What follows belongs to an exercise in optimizing a design on an open flow for small area, a short achievable clock period and few clock cycles per item; a production flow would make more cautious choices. Function was not checked in any run shown here: the RTL went through the layout flow alone. Power is estimated from default activity; no workload was simulated.

==> flow/design.v (outline; a module is shown in full before it is edited, if it fits) <==
// module mulCore: 1391 lines
// module multiplierTop: 75 lines
module multiplierTop (
	input logic clk,
	input logic reset,
	input logic inValid,
	output logic inReady,
	input logic [35:0] inOperands,
	output logic outValid,
	input logic outReady,
	output logic [35:0] outProduct
);
  // ...
==> flow/run.sh <==
#!/bin/bash
# synth_recipe.tcl (not shown) runs the flow's synth.tcl, then flattens the netlist and writes it again
# the make line also repeats each setting of config.mk as NAME=value (left out here)
make -C /OpenROAD-flow-scripts/flow DESIGN_CONFIG=/design/flow/config.mk WORK_HOME=/design/flow/orfs CLKGATE_MAP_FILE= SYNTH_SCRIPT=/design/flow/synth_recipe.tcl finish
==> flow/config.mk <==
export PLATFORM = sky130hd
export DESIGN_NAME = multiplierTop
export DESIGN_NICKNAME = multiplierTop
export VERILOG_FILES = /design/flow/design.v
export SDC_FILE = /design/flow/constraint.sdc
export NUM_CORES = 4
export LEC_CHECK = 0
export CAP_MARGIN = 20
export CORE_MARGIN = 2
export CORE_UTILIZATION = 40
export CTS_CLUSTER_DIAMETER = 70
export CTS_CLUSTER_SIZE = 30
export SETUP_SLACK_MARGIN = 2.8
export SLEW_MARGIN = 20
export TNS_END_PERCENT = 0
==> flow/constraint.sdc <==
create_clock -name core_clock -period 5.0 [get_ports {clk}]
set_input_delay 1.0000 -clock core_clock [delete_from_list [all_inputs] [get_ports {clk}]]
set_output_delay 1.0000 -clock core_clock [all_outputs]
set_load 0.01 [all_outputs]
==> results.ini, run 1 <==
[outcome]
status=no timing/DRC/antenna violations

[clock_network]
clk_latency_ps=570
post_cts_buffers=134
cts_tree=yes
htree_levels=1

[floorplan]
pin_count=78
die_h_um=221
dieArea_um2=48800

[critical_path]
cp.depth=7
crit_buf_inv=0
r2r-end=prodReg[4][26]
critPathMaxFanout=4
cp-end-kind=flip-flop
start_kind=flip-flop
r2r-start=mulCore_inst.r2_644

[timing]
worst_pin_slew_ps=693
drv_slew=0
timing.hold.ws_ps=413

[detailed_routing]
ant_nets=0
wl_met2_um=17300

[synth]
synth_top_family_by_area=adder cells
synth_xor_area_frac=0.0945
ys_top_cells_by_area=edfxtp_1 50%, fa_1 12%, xnor2_1 6.8%, a22oi_1 6.1%, dfxtp_1 4.6%
synth_fp_nets=1591
synthDistinctLibCells=53
synth_adder_area_share=0.163

[placement]
port_buffers=77
dpl.hpwl_um=24200
dp_cells=1972

[cells_and_area]
n_all_buffers=229
nFlopsAndLatches=357
final_cells=2155
nClkBuffers=25
reg.largest.list=prodReg: 108 flops, skidData: 36 flops, valid: 6 flops
antenna_cells=0

[hold_path]
holdPathStages=0
holdCritStartpoint=prodReg[4][18]

[global_route]
grt.met3_usage=0.0197
grt_first_pass_wirelength_um=60800

[power]
maxPowerGroup=sequential cells
p_total_mw=12.3
p_comb_frac=0.395

==> run 2: changes to the inputs <==
--- a/flow/design.v
+++ b/flow/design.v
@@ -483,17 +483,55 @@
 	wire w618;
 	wire w619;
 	wire w620;
 	wire w621;
 	wire w622;
 	wire w623;
 	wire w624;
 	wire w625;
-	wire [13:0] lo626;
+	wire [16:0] lo626;
+	wire w627;
+	wire w628;
+	wire w629;
+	wire w630;
+	wire w631;
+	wire w632;
+	wire w633;
+	wire w634;
+	wire w635;
+	wire w636;
+	wire w637;
+	wire w638;
+	wire w639;
+	wire w640;
+	wire w641;
+	wire w642;
+	wire w643;
+	wire w644;
+	wire w645;
+	wire w646;
+	wire w647;
+	wire w648;
+	wire w649;
+	wire w650;
+	wire w651;
+	wire w652;
+	wire w653;
+	wire w654;
+	wire w655;
+	wire w656;
+	wire w657;
+	wire w658;
+	wire w659;
+	wire w660;
+	wire w661;
+	wire w662;
+	wire w663;
+	wire w664;
 	reg r0_19;
 	reg r0_20;
 	reg r0_21;
 	reg r0_22;
 	reg r0_23;
 	reg r0_24;
 	reg r0_25;
 	reg r0_26;
@@ -632,54 +670,16 @@
 	reg r1_500;
 	reg r1_501;
 	reg r1_502;
 	reg r1_503;
 	reg r1_504;
 	reg r1_505;
 	reg r1_506;
 	reg r1_507;
-	reg r2_627;
-	reg r2_628;
-	reg r2_629;
-	reg r2_630;
-	reg r2_631;
-	reg r2_632;
-	reg r2_633;
-	reg r2_634;
-	reg r2_635;
-	reg r2_636;
-	reg r2_637;
-	reg r2_638;
-	reg r2_639;
-	reg r2_640;
-	reg r2_641;
-	reg r2_642;
-	reg r2_643;
-	reg r2_644;
-	reg r2_645;
-	reg r2_646;
-	reg r2_647;
-	reg r2_648;
-	reg r2_649;
-	reg r2_650;
-	reg r2_651;
-	reg r2_652;
-	reg r2_653;
-	reg r2_654;
-	reg r2_655;
-	reg r2_656;
-	reg r2_657;
-	reg r2_658;
-	reg r2_659;
-	reg r2_660;
-	reg r2_661;
-	reg r2_662;
-	reg r2_663;
-	reg r2_664;
 	reg r2_665;
 	reg r2_666;
 	reg r2_667;
 	reg r2_668;
 	reg r2_669;
 	reg r2_670;
 	reg r2_671;
 	reg r2_672;
@@ -690,16 +690,51 @@
 	reg r2_677;
 	reg r2_678;
 	reg r2_679;
 	reg r2_680;
 	reg r2_681;
 	reg r2_682;
 	reg r2_683;
 	reg r2_684;
+	reg r2_685;
+	reg r2_686;
+	reg r2_687;
+	reg r2_688;
+	reg r2_689;
+	reg r2_690;
+	reg r2_691;
+	reg r2_692;
+	reg r2_693;
+	reg r2_694;
+	reg r2_695;
+	reg r2_696;
+	reg r2_697;
+	reg r2_698;
+	reg r2_699;
+	reg r2_700;
+	reg r2_701;
+	reg r2_702;
+	reg r2_703;
+	reg r2_704;
+	reg r2_705;
+	reg r2_706;
+	reg r2_707;
+	reg r2_708;
+	reg r2_709;
+	reg r2_710;
+	reg r2_711;
+	reg r2_712;
+	reg r2_713;
+	reg r2_714;
+	reg r2_715;
+	reg r2_716;
+	reg r2_717;
+	reg r2_718;
+	reg r2_719;
 	assign w1 = ops[0];
 	assign w2 = ops[1] & ~ops[0];
 	assign w3 = ops[2] ^ ops[1];
 	assign w4 = (ops[3] & ~ops[2] & ~ops[1]) | (~ops[3] & ops[2] & ops[1]);
 	assign w5 = ops[4] ^ ops[3];
 	assign w6 = (ops[5] & ~ops[4] & ~ops[3]) | (~ops[5] & ops[4] & ops[3]);
 	assign w7 = ops[6] ^ ops[5];
 	assign w8 = (ops[7] & ~ops[6] & ~ops[5]) | (~ops[7] & ops[6] & ops[5]);
@@ -1167,17 +1202,55 @@
 	assign w618 = r1_497 ^ r1_498;
 	assign w619 = r1_497 & r1_498;
 	assign w620 = r1_499 ^ r1_500 ^ r1_501;
 	assign w621 = (r1_499 & r1_500) | (r1_499 & r1_501) | (r1_500 & r1_501);
 	assign w622 = r1_502 ^ r1_503;
 	assign w623 = r1_502 & r1_503;
 	assign w624 = 1'b1 ^ r1_505;
 	assign w625 = 1'b1 & r1_505;
-	assign lo626 = {1'b0, w529, w525, w522, w518, w515, w513, w511, w509, r1_412, r1_409, r1_408, r1_407, r1_405} + {1'b0, w532, w528, w524, w520, w516, w514, w512, w510, w508, 1'b0, 1'b0, 1'b0, r1_406};
+	assign lo626 = {1'b0, w545, w542, w536, w529, w525, w522, w518, w515, w513, w511, w509, r1_412, r1_409, r1_408, r1_407, r1_405} + {1'b0, w550, w544, w538, w532, w528, w524, w520, w516, w514, w512, w510, w508, 1'b0, 1'b0, 1'b0, r1_406};
+	assign w627 = w551 ^ w556;
+	assign w628 = w551 & w556;
+	assign w629 = w557 ^ w562;
+	assign w630 = w557 & w562;
+	assign w631 = w563 ^ w568;
+	assign w632 = w563 & w568;
+	assign w633 = w574 ^ w569;
+	assign w634 = w574 & w569;
+	assign w635 = w575 ^ w580;
+	assign w636 = w575 & w580;
+	assign w637 = w586 ^ w581;
+	assign w638 = w586 & w581;
+	assign w639 = w587 ^ w592;
+	assign w640 = w587 & w592;
+	assign w641 = w598 ^ w593;
+	assign w642 = w598 & w593;
+	assign w643 = w599 ^ w602;
+	assign w644 = w599 & w602;
+	assign w645 = w606 ^ w603;
+	assign w646 = w606 & w603;
+	assign w647 = w607 ^ w610;
+	assign w648 = w607 & w610;
+	assign w649 = w614 ^ w611;
+	assign w650 = w614 & w611;
+	assign w651 = w615 ^ w616;
+	assign w652 = w615 & w616;
+	assign w653 = w618 ^ w617;
+	assign w654 = w618 & w617;
+	assign w655 = w619 ^ w620;
+	assign w656 = w619 & w620;
+	assign w657 = w622 ^ w621;
+	assign w658 = w622 & w621;
+	assign w659 = r1_504 ^ w623;
+	assign w660 = r1_504 & w623;
+	assign w661 = r1_506 ^ w624;
+	assign w662 = r1_506 & w624;
+	assign w663 = r1_507 ^ w625;
+	assign w664 = r1_507 & w625;
 	always @(posedge clk) begin
 		if (en[0]) begin
 			r0_19 <= ops[18];
 			r0_20 <= ops[19];
 			r0_21 <= ops[20];
 			r0_22 <= ops[21];
 			r0_23 <= ops[22];
 			r0_24 <= ops[23];
@@ -1326,80 +1399,158 @@
 			r1_504 <= w403;
 			r1_505 <= w233;
 			r1_506 <= w404;
 			r1_507 <= w234;
 		end
 	end
 	always @(posedge clk) begin
 		if (en[2]) begin
-			r2_627 <= lo626[0];
-			r2_628 <= lo626[1];
-			r2_629 <= lo626[2];
-			r2_630 <= lo626[3];
-			r2_631 <= lo626[4];
-			r2_632 <= lo626[5];
-			r2_633 <= lo626[6];
-			r2_634 <= lo626[7];
-			r2_635 <= lo626[8];
-			r2_636 <= lo626[9];
-			r2_637 <= lo626[10];
-			r2_638 <= lo626[11];
-			r2_639 <= lo626[12];
-			r2_640 <= lo626[13];
-			r2_641 <= w536;
-			r2_642 <= w538;
-			r2_643 <= w542;
-			r2_644 <= w544;
-			r2_645 <= w545;
-			r2_646 <= w550;
-			r2_647 <= w551;
-			r2_648 <= w556;
-			r2_649 <= w557;
-			r2_650 <= w562;
-			r2_651 <= w563;
-			r2_652 <= w568;
-			r2_653 <= w574;
-			r2_654 <= w569;
-			r2_655 <= w575;
-			r2_656 <= w580;
-			r2_657 <= w586;
-			r2_658 <= w581;
-			r2_659 <= w587;
-			r2_660 <= w592;
-			r2_661 <= w598;
-			r2_662 <= w593;
-			r2_663 <= w599;
-			r2_664 <= w602;
-			r2_665 <= w606;
-			r2_666 <= w603;
-			r2_667 <= w607;
-			r2_668 <= w610;
-			r2_669 <= w614;
-			r2_670 <= w611;
-			r2_671 <= w615;
-			r2_672 <= w616;
-			r2_673 <= w618;
-			r2_674 <= w617;
-			r2_675 <= w619;
-			r2_676 <= w620;
-			r2_677 <= w622;
-			r2_678 <= w621;
-			r2_679 <= r1_504;
-			r2_680 <= w623;
-			r2_681 <= r1_506;
-			r2_682 <= w624;
-			r2_683 <= r1_507;
-			r2_684 <= w625;
+			r2_665 <= lo626[0];
+			r2_666 <= lo626[1];
+			r2_667 <= lo626[2];
+			r2_668 <= lo626[3];
+			r2_669 <= lo626[4];
+			r2_670 <= lo626[5];
+			r2_671 <= lo626[6];
+			r2_672 <= lo626[7];
+			r2_673 <= lo626[8];
+			r2_674 <= lo626[9];
+			r2_675 <= lo626[10];
+			r2_676 <= lo626[11];
+			r2_677 <= lo626[12];
+			r2_678 <= lo626[13];
+			r2_679 <= lo626[14];
+			r2_680 <= lo626[15];
+			r2_681 <= lo626[16];
+			r2_682 <= w627;
+			r2_683 <= w628;
+			r2_684 <= w629;
+			r2_685 <= w630;
+			r2_686 <= w631;
+			r2_687 <= w632;
+			r2_688 <= w633;
+			r2_689 <= w634;
+			r2_690 <= w635;
+			r2_691 <= w636;
+			r2_692 <= w637;
+			r2_693 <= w638;
+			r2_694 <= w639;
+			r2_695 <= w640;
+			r2_696 <= w641;
+			r2_697 <= w642;
+			r2_698 <= w643;
+			r2_699 <= w644;
+			r2_700 <= w645;
+			r2_701 <= w646;
+			r2_702 <= w647;
+			r2_703 <= w648;
+			r2_704 <= w649;
+			r2_705 <= w650;
+			r2_706 <= w651;
+			r2_707 <= w652;
+			r2_708 <= w653;
+			r2_709 <= w654;
+			r2_710 <= w655;
+			r2_711 <= w656;
+			r2_712 <= w657;
+			r2_713 <= w658;
+			r2_714 <= w659;
+			r2_715 <= w660;
+			r2_716 <= w661;
+			r2_717 <= w662;
+			r2_718 <= w663;
+			r2_719 <= w664;
 		end
 	end
-	wire [22:0] hiA = {1'b1, r2_683, r2_681, r2_679, r2_677, r2_675, r2_673, r2_671, r2_669, r2_667, r2_665, r2_663, r2_661, r2_659, r2_657, r2_655, r2_653, r2_651, r2_649, r2_647, r2_645, r2_643, r2_641};
-	wire [22:0] hiB = {1'b0, r2_684, r2_682, r2_680, r2_678, r2_676, r2_674, r2_672, r2_670, r2_668, r2_666, r2_664, r2_662, r2_660, r2_658, r2_656, r2_654, r2_652, r2_650, r2_648, r2_646, r2_644, r2_642};
-	wire [23:0] hiSum = {hiA, 1'b1} + {hiB, r2_640};
-	assign prod = {hiSum[23:1], r2_639, r2_638, r2_637, r2_636, r2_635, r2_634, r2_633, r2_632, r2_631, r2_630, r2_629, r2_628, r2_627};
+	wire pf1 = r2_683 | (r2_682 & r2_681);
+	wire pf2 = r2_687 | (r2_686 & r2_685);
+	wire pf3 = r2_686 & r2_684;
+	wire pf4 = r2_691 | (r2_690 & r2_689);
+	wire pf5 = r2_690 & r2_688;
+	wire pf6 = r2_695 | (r2_694 & r2_693);
+	wire pf7 = r2_694 & r2_692;
+	wire pf8 = r2_699 | (r2_698 & r2_697);
+	wire pf9 = r2_698 & r2_696;
+	wire pf10 = r2_703 | (r2_702 & r2_701);
+	wire pf11 = r2_702 & r2_700;
+	wire pf12 = r2_707 | (r2_706 & r2_705);
+	wire pf13 = r2_706 & r2_704;
+	wire pf14 = r2_711 | (r2_710 & r2_709);
+	wire pf15 = r2_710 & r2_708;
+	wire pf16 = r2_715 | (r2_714 & r2_713);
+	wire pf17 = r2_714 & r2_712;
+	wire pf18 = r2_719 | (r2_718 & r2_717);
+	wire pf19 = r2_718 & r2_716;
+	wire pf20 = r2_685 | (r2_684 & pf1);
+	wire pf21 = pf2 | (pf3 & pf1);
+	wire pf22 = r2_693 | (r2_692 & pf4);
+	wire pf23 = r2_692 & pf5;
+	wire pf24 = pf6 | (pf7 & pf4);
+	wire pf25 = pf7 & pf5;
+	wire pf26 = r2_701 | (r2_700 & pf8);
+	wire pf27 = r2_700 & pf9;
+	wire pf28 = pf10 | (pf11 & pf8);
+	wire pf29 = pf11 & pf9;
+	wire pf30 = r2_709 | (r2_708 & pf12);
+	wire pf31 = r2_708 & pf13;
+	wire pf32 = pf14 | (pf15 & pf12);
+	wire pf33 = pf15 & pf13;
+	wire pf34 = r2_717 | (r2_716 & pf16);
+	wire pf35 = r2_716 & pf17;
+	wire pf36 = pf18 | (pf19 & pf16);
+	wire pf37 = pf19 & pf17;
+	wire pf38 = r2_689 | (r2_688 & pf21);
+	wire pf39 = pf4 | (pf5 & pf21);
+	wire pf40 = pf22 | (pf23 & pf21);
+	wire pf41 = pf24 | (pf25 & pf21);
+	wire pf42 = r2_705 | (r2_704 & pf28);
+	wire pf43 = r2_704 & pf29;
+	wire pf44 = pf12 | (pf13 & pf28);
+	wire pf45 = pf13 & pf29;
+	wire pf46 = pf30 | (pf31 & pf28);
+	wire pf47 = pf31 & pf29;
+	wire pf48 = pf32 | (pf33 & pf28);
+	wire pf49 = pf33 & pf29;
+	wire pf50 = 1'b0 | (1'b1 & pf36);
+	wire pf51 = 1'b1 & pf37;
+	wire pf52 = r2_697 | (r2_696 & pf41);
+	wire pf53 = pf8 | (pf9 & pf41);
+	wire pf54 = pf26 | (pf27 & pf41);
+	wire pf55 = pf28 | (pf29 & pf41);
+	wire pf56 = pf42 | (pf43 & pf41);
+	wire pf57 = pf44 | (pf45 & pf41);
+	wire pf58 = pf46 | (pf47 & pf41);
+	wire pf59 = pf48 | (pf49 & pf41);
+	wire pf60 = r2_713 | (r2_712 & pf59);
+	wire pf61 = pf16 | (pf17 & pf59);
+	wire pf62 = pf34 | (pf35 & pf59);
+	wire pf63 = pf36 | (pf37 & pf59);
+	wire pf64 = pf50 | (pf51 & pf59);
+	wire pf65 = r2_682 ^ r2_681;
+	wire pf66 = r2_684 ^ pf1;
+	wire pf67 = r2_686 ^ pf20;
+	wire pf68 = r2_688 ^ pf21;
+	wire pf69 = r2_690 ^ pf38;
+	wire pf70 = r2_692 ^ pf39;
+	wire pf71 = r2_694 ^ pf40;
+	wire pf72 = r2_696 ^ pf41;
+	wire pf73 = r2_698 ^ pf52;
+	wire pf74 = r2_700 ^ pf53;
+	wire pf75 = r2_702 ^ pf54;
+	wire pf76 = r2_704 ^ pf55;
+	wire pf77 = r2_706 ^ pf56;
+	wire pf78 = r2_708 ^ pf57;
+	wire pf79 = r2_710 ^ pf58;
+	wire pf80 = r2_712 ^ pf59;
+	wire pf81 = r2_714 ^ pf60;
+	wire pf82 = r2_716 ^ pf61;
+	wire pf83 = r2_718 ^ pf62;
+	wire pf84 = 1'b1 ^ pf63;
+	assign prod = {pf84, pf83, pf82, pf81, pf80, pf79, pf78, pf77, pf76, pf75, pf74, pf73, pf72, pf71, pf70, pf69, pf68, pf67, pf66, pf65, r2_680, r2_679, r2_678, r2_677, r2_676, r2_675, r2_674, r2_673, r2_672, r2_671, r2_670, r2_669, r2_668, r2_667, r2_666, r2_665};
 endmodule
 `default_nettype wire
 `default_nettype none
 module multiplierTop (
 	input logic clk,
 	input logic reset,
 	input logic inValid,
 	output logic inReady,
==> flow/config.mk (replaced) <==
export PLATFORM = sky130hd
export DESIGN_NAME = multiplierTop
export DESIGN_NICKNAME = multiplierTop
export VERILOG_FILES = /design/flow/design.v
export SDC_FILE = /design/flow/constraint.sdc
export NUM_CORES = 4
export LEC_CHECK = 0
export CAP_MARGIN = 20
export CORE_MARGIN = 2
export CORE_UTILIZATION = 40
export SETUP_SLACK_MARGIN = 2.8
export SLEW_MARGIN = 20
==> results.ini, run 2 <==
[outcome]
status=no timing/DRC/antenna violations

[synth]
synth_fp_nets=1555  ; -2.3%
synth_top_family_by_area=adder cells
synth-edff-count=311
synthSimpleGateAreaFrac=0.0235
ys_top_cells_by_area=edfxtp_1 50%, fa_1 12%, xnor2_1 6.9%, a22oi_1 6.2%, dfxtp_1 4.6%
syn_avg_cell_area_um2=13.9
post-synth-top-count-cell=edfxtp_1
synth-async-reset-ratio=0
synth_top_cell_area_share=0.504
synth_area_leader_cell=edfxtp_1
synth_adder_area_share=0.167  ; +0.00472
ys_seq_area_frac=0.550
synth_xor_area_frac=0.0969  ; +0.00236
ys_warn_count=3
syn_area_um2=18500
synth_common_cells=311 x edfxtp_1, 153 x a22oi_1, 145 x xnor2_1
synth_compound_area_frac=0.0930
synth_seq_cells=354
synth_mux_area_frac=0.0216
synth_ff_type=edfxtp_1
synth_cells=1335
synthDistinctLibCells=54  ; +1.9%

[placement]
port_buffers=77  ; unchanged
place_ws_ps=1670
gp_congestion=0.819
dpl.hpwl_um=24700  ; +2.0%

[power]
power_density_nw_per_um2=623
p_leak_nw=9.24
vdd_drop_max_mv=0.440

[critical_path]
critPathMaxFanout=4  ; unchanged
reg2regPathDepth=8
worstSetupPathType=flip-flop to flip-flop
worstPathArrival_ps=2830
worstPathRequired_ps=5300
cp-end-kind=flip-flop
setup.worst_path.end=mulCore_inst.r2_680
startpoint=mulCore_inst.r1_428
r2r-end=mulCore_inst.r2_680
start_kind=flip-flop
r2r-start=mulCore_inst.r1_428
r2r_slack_ps=2470

[global_route]
grt_max_degree=56
grt_first_pass_wirelength_um=63300  ; +4.1%
grt_pass1_vias=11400
antenna_found_initial=0
grt_overflow_total=0
grt.total_usage=0.171

[timing]
rsz0062_at_grt=true
fmax_mhz=396
period_share=0.505
fin_crit_ps=2530
setup_viol=0
drv_slew=0  ; unchanged
slew_headroom=0.663
timing.final.ws_setup_ps=2470
hold_viol=0
skew_ps=11.1
worst_pin_slew_ps=500  ; -193 ps
setup_tns_ps=0

[clock_network]
cts.sinks=354
holdBufCountCts=0
cts-root-buf=clkbuf_16
htree_levels=2  ; +1
cts_tree=yes
clk_latency_ps=560  ; about the same
clockBufferDepth=3
numCtsBuffers=38
path_clk_slew_ps=60

[detailed_routing]
num_vias=11000
totalWireLength_um=40700
vias_per_cell=5.11
drt_iter0_drc=730
ant_nets=0  ; unchanged
drc=0
dr.pass1.iters=5
wl_per_cell_um=18.9

[cells_and_area]
utilization=0.530
drive_above_1_share=0.348
area_growth_syn_to_layout_pct=30.4
antenna_cells=0  ; unchanged
largest_reg_flops=108
final_nets=1747
final_common_cell=edfxtp_1
max_flop_register=prodReg
final_cell_mix=311 x edfxtp_1, 122 x xnor2_1, 105 x buf_4
fill_cells=3706
reg.largest.list=prodReg: 108 flops, skidData: 36 flops, valid: 6 flops

[floorplan]
dieArea_um2=48100  ; -1.4%
core_um2=45600
initial_utilization=0.407
die_h_um=219  ; -0.72%
pin_count=78  ; unchanged
num_rows=78
die_w_um=219

[hold_path]
hold_class=flip-flop to flip-flop

[flow_run]
cap_violations=0

==> run 2: repair_timing <==
item	in CTS	in global routing
gates cloned	3	1
endpoints found under the setup margin	326	187
setup buffers	129	26
resized for setup	177	181
pin swaps	76	109
==> run 2: cells by family (layout without fill, tap and decap cells) <==
group / Yosys count / after routing
xor+xnor: 205 / 205
buf+inv: 229 / 448
mux: 37 / 37
simple gates: 93 / 95
compound gates: 237 / 237
fa+ha+maj: 180 / 180
flops: 354 / 354
==> run 2: stage by stage <==
stage	cells	cell area, um^2	total power, mW	hold slack [ps]
final	2156	24200	15.1	416
after CTS	2129	23400	14.5	416
after global placement	1927	20100	10.7	401
after floorplan	1335	19100	9.21	400
after global routing	2156	24200	16.4	419
after detailed placement	1928	20100	10.9	405
==> run 2: how the worst min path moves through the flow <==
stage | from | endpoint | slack [ps] | cells after the start
global route | prodReg[5][7] | prodReg[6][7] | 420 | 0
CTS | prodReg[4][29] | prodReg[5][29] | 420 | 0
global placement | mulCore_inst.r2_676 | prodReg[4][11] | 400 | 0
finish | prodReg[4][29] | prodReg[5][29] | 420 | 0
floorplan | mulCore_inst.r2_665 | prodReg[4][0] | 400 | 0
detailed placement | prodReg[4][0] | prodReg[5][0] | 400 | 0
==> run 2: layer usage <==
metal	vias to the layer above	GRT usage	routed length [um]
met5	-	0	0
met4	0	0.0757	1230
met3	94	0.0352	2730
met2	371	0.267	19000
met1	5439	0.230	17700
li1	5116	-	-
==> run 2: final cells by class <==
type | instances | area (um^2) | share of cell area
Tap cell | 600 | 751 | 0.0311
Clock inverter | 17 | 206 | 0.00855
Timing Repair Buffer | 246 | 2650 | 0.110
Clock buffer | 52 | 1100 | 0.0454
Sequential cell | 354 | 10200 | 0.422
Inverter | 133 | 502 | 0.0208
Multi-Input combinational cell | 754 | 8750 | 0.362
==> run 2: power by group <==
| group | internal [mW] | leakage [nW] | total, mW | switching, mW |
|---|---|---|---|---|
| Sequential | 4.87 | 3.68 | 5.31 | 0.433 |
| Clock | 1.75 | 0.631 | 2.88 | 1.14 |
| Combinational | 3.49 | 4.93 | 6.87 | 3.38 |
==> run 2: critical path: stages, from the launching register on <==
cell and delay (ps):
edfxtp_1 390, fa_1 600, ha_4 220, ha_4 290, nand3_4 80, a21oi_2 120
o41ai_2 100, a311o_1 340, xnor2_1 130

-- what the ideal ports hide --
In the flow no input, the clock included, has a driving cell. The finished layouts below were timed again as built, in two steps.
Step 1: set_driving_cell puts a clkbuf_16 on clk and a buf_2 on each other input, an assumption about the parent block.
Step 2 times the ports against the registers' clock, not the clock port: input delays grow and output delays shrink by t, the midpoint of the rising clock arrivals with the driver on.
a / b / c = ideal / step 1 / step 2; a / b = the first two.
| run | shift t [ns] | setup WS [ns] | worst setup path after step 2 | slew at the worst register clock pin (ns) | cell pins on the clock port's net |
|---|---|---|---|---|---|
| run 1 | 0.603 | 2.588 / 2.550 / 2.054 | input to register | 0.10 / 0.10 | 1 |
| run 2 | 0.605 | 2.473 / 2.473 / 2.274 | input to register | 0.06 / 0.06 | 1 |
After both steps every run listed still meets setup and hold. For run 1, which loses most, drivers alone change the setup slack by -0.038 ns; drivers and shift together by -0.534 ns.
